What follows belongs to an exercise in optimizing a design on an open flow for small area, a short achievable clock period and few clock cycles per item; a production flow would make more cautious choices.
Where RTL was checked, it was by simulation tests only, not by an equivalence proof against the original.
Power figures rest on the tool's default switching activity, not on a simulated workload.

==> flow/design.v <==
`timescale 1ns/10ps
`timescale 1ns/10ps
`timescale 1ns/10ps
`timescale 1ns/10ps
`timescale 1ns/10ps
module fp_add_unit
(
  input  logic        clk_i,
  input  logic        rst_n_i,
  input  logic [31:0] op_a_i,
  input  logic [31:0] op_b_i,
  input  logic        op_i,
  input  logic        valid_i,
  output logic [35:0] result_o
);
  logic        sa, sb;
  logic [7:0]  ea, eb;
  logic        a_ge, a_max, b_max, e_lt;
  logic [7:0]  d_ab, d_ba;
  assign sa = op_a_i[31];
  assign sb = op_b_i[31] ^ op_i;
  assign ea = op_a_i[30:23];
  assign eb = op_b_i[30:23];
  assign a_ge  = op_a_i[30:0] >= op_b_i[30:0];
  assign a_max = &ea;
  assign b_max = &eb;
  assign {e_lt, d_ab} = {1'b0, ea} - {1'b0, eb};
  assign d_ba         = eb - ea;
  logic        v1q, nan1q, inf1q, sign1q, sub1q, age1q, ha1q, hb1q;
  logic [7:0]  e1q, d1q;
  logic [22:0] fa1q, fb1q;
  always_ff @(posedge clk_i) begin
    if (!rst_n_i) v1q <= 1'b0;
    else          v1q <= valid_i;
    nan1q  <= (a_max & |op_a_i[22:0]) | (b_max & |op_b_i[22:0]) |
              (a_max & b_max & (sa ^ sb));
    inf1q  <= a_max | b_max;
    sign1q <= a_ge ? sa : sb;
    sub1q  <= sa ^ sb;
    age1q  <= a_ge;
    e1q    <= e_lt ? eb : ea;
    d1q    <= e_lt ? d_ba : d_ab;
    ha1q   <= |ea;
    hb1q   <= |eb;
    fa1q   <= op_a_i[22:0];
    fb1q   <= op_b_i[22:0];
  end
  logic [23:0] mb, ms;
  logic [24:0] y2;
  logic        sticky2;
  assign mb = age1q ? {ha1q, fa1q} : {hb1q, fb1q};
  assign ms = age1q ? {hb1q, fb1q} : {ha1q, fa1q};
  assign y2 = (d1q > 8'd24) ? 25'd0 : ({ms, 1'b0} >> d1q[4:0]);
  always_comb begin
    sticky2 = 1'b0;
    for (int j = 0; j < 24; j++)
      if (ms[j] && (d1q >= 8'(j + 2)) && (d1q <= 8'(j + 24)))
        sticky2 = 1'b1;
  end
  logic        v2q, nan2q, inf2q, sign2q, sub2q, cin2q;
  logic [7:0]  e2q;
  logic [23:0] mb2q;
  logic [24:0] y2q;
  always_ff @(posedge clk_i) begin
    if (!rst_n_i) v2q <= 1'b0;
    else          v2q <= v1q;
    nan2q  <= nan1q;
    inf2q  <= inf1q;
    sign2q <= sign1q;
    sub2q  <= sub1q;
    e2q    <= e1q;
    mb2q   <= mb;
    y2q    <= y2 ^ {25{sub1q}};
    cin2q  <= sub1q & ~sticky2;
  end
  logic [25:0] r3;
  assign r3 = {1'b0, mb2q, cin2q} + {sub2q, y2q};
  logic        v3q, nan3q, inf3q, sign3q;
  logic [7:0]  e3q;
  logic [25:0] r3q;
  always_ff @(posedge clk_i) begin
    if (!rst_n_i) v3q <= 1'b0;
    else          v3q <= v2q;
    nan3q  <= nan2q;
    inf3q  <= inf2q;
    sign3q <= sign2q;
    e3q    <= e2q;
    r3q    <= r3;
  end
  logic [31:0] lzin;
  logic [4:0]  lz;
  logic        carry;
  logic [24:0] n0, n1, n2, n3, n4;
  assign lzin  = {r3q[24:0], 7'h7F};
  assign carry = r3q[25];
  always_comb begin
    logic [1:0] z2 [16];
    logic [2:0] z4 [8];
    logic [3:0] z8 [4];
    logic [4:0] z16 [2];
    for (int i = 0; i < 16; i++)
      z2[i] = lzin[2*i+1] ? 2'd0 : lzin[2*i] ? 2'd1 : 2'd2;
    for (int i = 0; i < 8; i++)
      z4[i] = z2[2*i+1][1] ? {z2[2*i][1], ~z2[2*i][1], z2[2*i][0]}
                           : {1'b0, z2[2*i+1]};
    for (int i = 0; i < 4; i++)
      z8[i] = z4[2*i+1][2] ? {z4[2*i][2], ~z4[2*i][2], z4[2*i][1:0]}
                           : {1'b0, z4[2*i+1]};
    for (int i = 0; i < 2; i++)
      z16[i] = z8[2*i+1][3] ? {z8[2*i][3], ~z8[2*i][3], z8[2*i][2:0]}
                            : {1'b0, z8[2*i+1]};
    lz = z16[1][4] ? {1'b1, z16[0][3:0]} : z16[1][4:0];
  end
  assign n0 = lz[4] ? {r3q[8:0], 16'd0} : r3q[24:0];
  assign n1 = lz[3] ? {n0[16:0], 8'd0} : n0;
  assign n2 = lz[2] ? {n1[20:0], 4'd0} : n1;
  assign n3 = lz[1] ? {n2[22:0], 2'd0} : n2;
  assign n4 = lz[0] ? {n3[23:0], 1'd0} : n3;
  logic        v4q, nan4q, inf4q, sign4q, zero4q, carry4q;
  logic [4:0]  lz4q;
  logic [7:0]  e4q;
  logic [22:0] f4q;
  always_ff @(posedge clk_i) begin
    if (!rst_n_i) v4q <= 1'b0;
    else          v4q <= v3q;
    nan4q   <= nan3q;
    inf4q   <= inf3q;
    sign4q  <= sign3q;
    zero4q  <= r3q == 26'd0;
    carry4q <= carry;
    lz4q    <= lz;
    e4q     <= e3q;
    f4q     <= carry ? r3q[24:2] : n4[23:1];
  end
  logic        ovf, unf;
  logic [7:0]  e5;
  logic [34:0] res;
  assign ovf = carry4q & (e4q == 8'd254);
  assign unf = ~carry4q & ({3'd0, lz4q} >= e4q);
  assign e5  = carry4q ? e4q + 8'd1 : e4q - {3'd0, lz4q};
  always_comb begin
    if (nan4q)
      res = {32'h7FC0_0000, 3'b001};
    else if (inf4q)
      res = {sign4q, 8'hFF, 23'd0, 3'b000};
    else if (zero4q)
      res = {32'd0, 3'b000};
    else if (ovf)
      res = {sign4q, 8'hFF, 23'd0, 3'b100};
    else if (unf)
      res = {sign4q, 31'd0, 3'b010};
    else
      res = {sign4q, e5, f4q, 3'b000};
  end
  logic        v5q;
  logic [34:0] res5q;
  always_ff @(posedge clk_i) begin
    if (!rst_n_i) v5q <= 1'b0;
    else          v5q <= v4q;
    res5q <= res;
  end
  assign result_o = {v5q, res5q};
endmodule
clock: 5.5 ns
lec_check: 0
abc_clock_period_in_ps: 2800
cap_margin: 20
core_margin: 2
core_utilization: 40
setup_slack_margin: 2.7
slew_margin: 20
standard.sh (not shown) runs the stock make flow with config.mk's settings and CLKGATE_MAP_FILE= SYNTH_SCRIPT=/design/flow/synth_recipe.tcl, a recipe that flattens the netlist after the stock synthesis.
==> flow/flow/run.sh <==
#!/bin/bash
# The standard layout, with two changes passed to the ORFS scripts through
# their environment: port buffers are plain buffers instead of the resizer's
# default pick (a delay cell), and clock tree synthesis adds no dummy loads.
set -euo pipefail
export BUFFER_PORTS_ARGS="-buffer_cell sky130_fd_sc_hd__buf_2"
export CTS_ARGS="-sink_clustering_enable -repair_clock_nets -dont_use_dummy_load"
bash standard.sh > standard.log 2>&1
Testbench counts at the start, summed over its fixed seeds: cycles 16,032, items 16,000.
Then changed:
--- a/flow/design.v
+++ b/flow/design.v
@@ -16,29 +16,26 @@
   logic        sa, sb;
   logic [7:0]  ea, eb;
-  logic        a_ge, a_max, b_max, e_lt;
-  logic [7:0]  d_ab, d_ba;
+  logic        a_ge, e_lt;
+  logic [7:0]  d_ab, d_ba, d;
   assign sa = op_a_i[31];
   assign sb = op_b_i[31] ^ op_i;
   assign ea = op_a_i[30:23];
   assign eb = op_b_i[30:23];
-  assign a_ge  = op_a_i[30:0] >= op_b_i[30:0];
-  assign a_max = &ea;
-  assign b_max = &eb;
+  assign a_ge = op_a_i[30:0] >= op_b_i[30:0];
   assign {e_lt, d_ab} = {1'b0, ea} - {1'b0, eb};
   assign d_ba         = eb - ea;
-  logic        v1q, nan1q, inf1q, sign1q, sub1q, age1q, ha1q, hb1q;
-  logic [7:0]  e1q, d1q;
+  assign d            = e_lt ? d_ba : d_ab;
+  logic        v1q, sign1q, sub1q, age1q, ha1q, hb1q;
+  logic [7:0]  e1q;
+  logic [5:0]  d1q;
   logic [22:0] fa1q, fb1q;
   always_ff @(posedge clk_i) begin
     if (!rst_n_i) v1q <= 1'b0;
     else          v1q <= valid_i;
-    nan1q  <= (a_max & |op_a_i[22:0]) | (b_max & |op_b_i[22:0]) |
-              (a_max & b_max & (sa ^ sb));
-    inf1q  <= a_max | b_max;
     sign1q <= a_ge ? sa : sb;
     sub1q  <= sa ^ sb;
     age1q  <= a_ge;
     e1q    <= e_lt ? eb : ea;
-    d1q    <= e_lt ? d_ba : d_ab;
+    d1q    <= (|d[7:6]) ? 6'h3F : d[5:0];
     ha1q   <= |ea;
     hb1q   <= |eb;
@@ -51,12 +48,12 @@
   assign mb = age1q ? {ha1q, fa1q} : {hb1q, fb1q};
   assign ms = age1q ? {hb1q, fb1q} : {ha1q, fa1q};
-  assign y2 = (d1q > 8'd24) ? 25'd0 : ({ms, 1'b0} >> d1q[4:0]);
+  assign y2 = (d1q > 6'd24) ? 25'd0 : ({ms, 1'b0} >> d1q[4:0]);
   always_comb begin
     sticky2 = 1'b0;
     for (int j = 0; j < 24; j++)
-      if (ms[j] && (d1q >= 8'(j + 2)) && (d1q <= 8'(j + 24)))
+      if (ms[j] && (d1q >= 6'(j + 2)) && (d1q <= 6'(j + 24)))
         sticky2 = 1'b1;
   end
-  logic        v2q, nan2q, inf2q, sign2q, sub2q, cin2q;
+  logic        v2q, nan2q, sign2q, sub2q, cin2q;
   logic [7:0]  e2q;
   logic [23:0] mb2q;
@@ -65,6 +62,5 @@
     if (!rst_n_i) v2q <= 1'b0;
     else          v2q <= v1q;
-    nan2q  <= nan1q;
-    inf2q  <= inf1q;
+    nan2q  <= (&e1q) & ((|mb[22:0]) | ((d1q == 6'd0) & sub1q));
     sign2q <= sign1q;
     sub2q  <= sub1q;
@@ -76,5 +72,5 @@
   logic [25:0] r3;
   assign r3 = {1'b0, mb2q, cin2q} + {sub2q, y2q};
-  logic        v3q, nan3q, inf3q, sign3q;
+  logic        v3q, nan3q, sign3q;
   logic [7:0]  e3q;
   logic [25:0] r3q;
@@ -83,5 +79,4 @@
     else          v3q <= v2q;
     nan3q  <= nan2q;
-    inf3q  <= inf2q;
     sign3q <= sign2q;
     e3q    <= e2q;
@@ -117,5 +112,5 @@
   assign n3 = lz[1] ? {n2[22:0], 2'd0} : n2;
   assign n4 = lz[0] ? {n3[23:0], 1'd0} : n3;
-  logic        v4q, nan4q, inf4q, sign4q, zero4q, carry4q;
+  logic        v4q, nan4q, sign4q, carry4q;
   logic [4:0]  lz4q;
   logic [7:0]  e4q;
@@ -125,7 +120,5 @@
     else          v4q <= v3q;
     nan4q   <= nan3q;
-    inf4q   <= inf3q;
     sign4q  <= sign3q;
-    zero4q  <= r3q == 26'd0;
     carry4q <= carry;
     lz4q    <= lz;
@@ -133,16 +126,18 @@
     f4q     <= carry ? r3q[24:2] : n4[23:1];
   end
-  logic        ovf, unf;
+  logic        special, zero, ovf, unf;
   logic [7:0]  e5;
   logic [34:0] res;
-  assign ovf = carry4q & (e4q == 8'd254);
-  assign unf = ~carry4q & ({3'd0, lz4q} >= e4q);
-  assign e5  = carry4q ? e4q + 8'd1 : e4q - {3'd0, lz4q};
+  assign special = &e4q;
+  assign zero    = ~carry4q & (lz4q == 5'd25);
+  assign ovf     = carry4q & (e4q == 8'd254);
+  assign unf     = ~carry4q & ({3'd0, lz4q} >= e4q);
+  assign e5      = carry4q ? e4q + 8'd1 : e4q - {3'd0, lz4q};
   always_comb begin
     if (nan4q)
       res = {32'h7FC0_0000, 3'b001};
-    else if (inf4q)
+    else if (special)
       res = {sign4q, 8'hFF, 23'd0, 3'b000};
-    else if (zero4q)
+    else if (zero)
       res = {32'd0, 3'b000};
     else if (ovf)
=> Setup slack is worse by 0.49 ns. Utilization grows by 0.64 points. Synthesized cell count shrinks by 3.2%. Power shrinks by 3.3%. Global-route usage shrinks by 1.5 points. Via count shrinks by 3.3%.
The RTL of the second run of this note was laid out without a check of its function.

[static timing again, ports no longer ideal]
In the flow no input, the clock included, has a driving cell. The finished layouts below were timed again as built, in two steps.
Step 1 (the two cells are an assumption about what drives the block):
set clk [get_ports {clk_i}]
set_driving_cell -lib_cell sky130_fd_sc_hd__clkbuf_16 $clk
set_driving_cell -lib_cell sky130_fd_sc_hd__buf_2 [delete_from_list [all_inputs] $clk]
Step 2 adds t to the input delays and takes it off the output delays; t is the mean of the earliest and latest rising clock arrival at the registers after step 1. Input paths then give back, and output paths get back, about the clock's delay inside the block.
Slacks: ideal ports / drivers / drivers and shift; pairs: ideal ports / drivers.
| run | t (ns) | setup WS [ns] | worst hold slack (ns) | worst register clock-pin slew, ns | worst slew at a driven data input, ns |
|---|---|---|---|---|---|
| the first run | 0.566 | 2.746 / 2.774 / 2.208 | 0.310 / 0.310 / 0.310 | 0.06 / 0.06 | 0.04 |
| the second run | 0.558 | 2.252 / 2.227 / 1.669 | 0.325 / 0.325 / 0.325 | 0.06 / 0.06 | 0.07 |
After both steps every run listed still meets setup and hold. For the second run, which loses most, drivers alone change the setup slack by -0.025 ns; drivers and shift together by -0.583 ns.
